This is an optimization exercise on Yosys and OpenROAD, whose aim is small area and a short achievable clock period, not a production implementation. No activity file was given, so power comes from the tool's default toggle rates.

try-quartz:
// conv_peak_detect
module conv_peak_detect
#(
  parameter int unsigned MAX_LEN = 8,
  parameter int unsigned IDX_W   = 4
) (
  input  logic                  clk,
  input  logic                  rst,
  input  logic                  in_valid,
  input  logic [2*conv_pkg::SAMPLE_W-1:0] in_data,
  output logic                  out_valid,
  output conv_pkg::energy_t        out_peak,
  output logic [IDX_W-1:0]      out_idx,
  output logic [IDX_W-1:0]      out_len,
  output logic                  out_ovf,
  output logic                  out_err
);
  localparam int unsigned LO_W = 8;
  localparam int unsigned HI_W = 38 - LO_W;
  logic             st_acc;
  logic             st_d1;
  logic             st_d2;
  logic             st_rep;
  logic             idle;
  logic [IDX_W-1:0] len;
  logic             ovf;
  logic             first;
  logic             accept;
  assign idle   = !(st_acc || st_d1 || st_d2 || st_rep);
  assign first  = idle && in_valid;
  assign accept = in_valid && (idle || (st_acc && len < IDX_W'(MAX_LEN)));
  logic                            v1, f1;
  logic [2*conv_pkg::SAMPLE_W-1:0] d1;
  logic            v2, f2;
  logic [LO_W-1:0] lo2_n, lo_t;
  logic            lc2_n, lc_t;
  logic [HI_W-1:0] hs2_n, hc2_n, hs_t, hc_t;
  conv_energy_tree u_tree (
    .re   (d1[2*conv_pkg::SAMPLE_W-1:conv_pkg::SAMPLE_W]),
    .im   (d1[conv_pkg::SAMPLE_W-1:0]),
    .lo_n (lo_t),
    .lc_n (lc_t),
    .hs_n (hs_t),
    .hc_n (hc_t)
  );
  conv_pkg::energy_t e2;
  conv_pkg::energy_t max_e;
  logic [2:0]        max_idx;
  logic [2:0]        cnt2;
  logic [2:0]        idx2;
  logic              gt2;
  logic              upd;
  conv_energy_cmp u_cmp (
    .lo_n (lo2_n),
    .lc_n (lc2_n),
    .hs_n (hs2_n),
    .hc_n (hc2_n),
    .m    (max_e),
    .e    (e2),
    .gt   (gt2)
  );
  assign idx2 = f2 ? 3'd0 : cnt2;
  assign upd  = v2 && (f2 || gt2);
  always_ff @(posedge clk) begin
    d1    <= in_data;
    f1    <= first;
    lo2_n <= lo_t;
    lc2_n <= lc_t;
    hs2_n <= hs_t;
    hc2_n <= hc_t;
    f2    <= f1;
    if (first) begin
  ...
Size in the first run: about 1900 cells after synthesis, about 86 I/O pins, about 0.018 sq mm of cells after synthesis.
clock: 7.5 ns
lec_check: 0
abc_area: 1
abc_clock_period_in_ps: 4000
cap_margin: 20
core_margin: 2
core_utilization: 40
place_density: 0.6
setup_slack_margin: 3.5
slew_margin: 20
synth_hierarchical: 1
synth_minimum_keep_size: 0
run.sh (not shown) runs the stock make flow with config.mk's settings and CLKGATE_MAP_FILE= SYNTH_SCRIPT=/design/flow/synth_recipe.tcl, a recipe that flattens the netlist after the stock synthesis.
For try-yarrow, these inputs were changed with respect to try-quartz:
Settings: ABC_AREA: 1 -> unset.
==> comparison <==
try-yarrow did not stop at any stage, and its layout met the timing, DRC and antenna checks. Diff try-quartz -> try-yarrow: width of the die now sits lower; final standard cell area without fillers now sits lower; static power due to leakage now sits lower; sequential share of power now sits at about the same level; total instance count after detailed placement now sits lower. In try-yarrow, clock network fraction of total power is higher than in try-quartz. Capture point of the worst path = hs2_n[13]: try-yarrow; capture point of the worst path = hs2_n[12]: try-quartz. Sort try-quartz and try-yarrow by area after synthesis, ascending, and try-yarrow comes first. First-iteration DRC count went down by more than 10% going from try-quartz to try-yarrow. Relative to try-quartz, overall via count from detail_route has gone down in try-yarrow.
What try-delta does differently from try-yarrow at the input level:
Settings: setting CTS_BUF_LIST to sky130_fd_sc_hd__clkbuf_4 sky130_fd_sc_hd__clkbuf_8 for the first time.
Notes after the runs:
- try-yarrow → try-delta: number of global-route vias before repair went up by 0.92%, met2 wire length up about 0.7%, async set or reset register ratio after synthesis stayed essentially flat, clock tree buffer count of the final layout went up by 26.
- The relative contribution of the clock network to total power of try-delta exceeds that of try-yarrow by 0.3 points.
- Taking try-yarrow as the reference, in try-delta worst-case setup margin in the final layout went down by 0.025 ns; switching fraction of total power stayed essentially flat.
No functional check of the RTL was part of any run of this note.

re-timing with driven ports:
No port has a modelled driver above. Below, the same layouts with a new extraction and two added sets of constraints. Step 1 sets driving cells, clkbuf_16 on the clock port and buf_2 on the other inputs (assumed; they add their load-dependent delay and slew). Step 2 moves the port delays by t, midway between the first and last clock arrival at a register: inputs arrive t later, outputs are due t later. That takes back most of the time a late clock gives input paths. Three values: ideal, step 1, step 2; two values: the first two.
run	t (ns)	slack for setup (ns)	slew at the worst register clock pin (ns)
try-quartz	0.601	3.637 / 3.637 / 3.637	0.06 / 0.06
try-yarrow	0.601	3.636 / 3.636 / 3.636	0.06 / 0.06
try-delta	0.631	3.611 / 3.611 / 3.611	0.06 / 0.06
After both steps setup and hold are still met in every run listed.
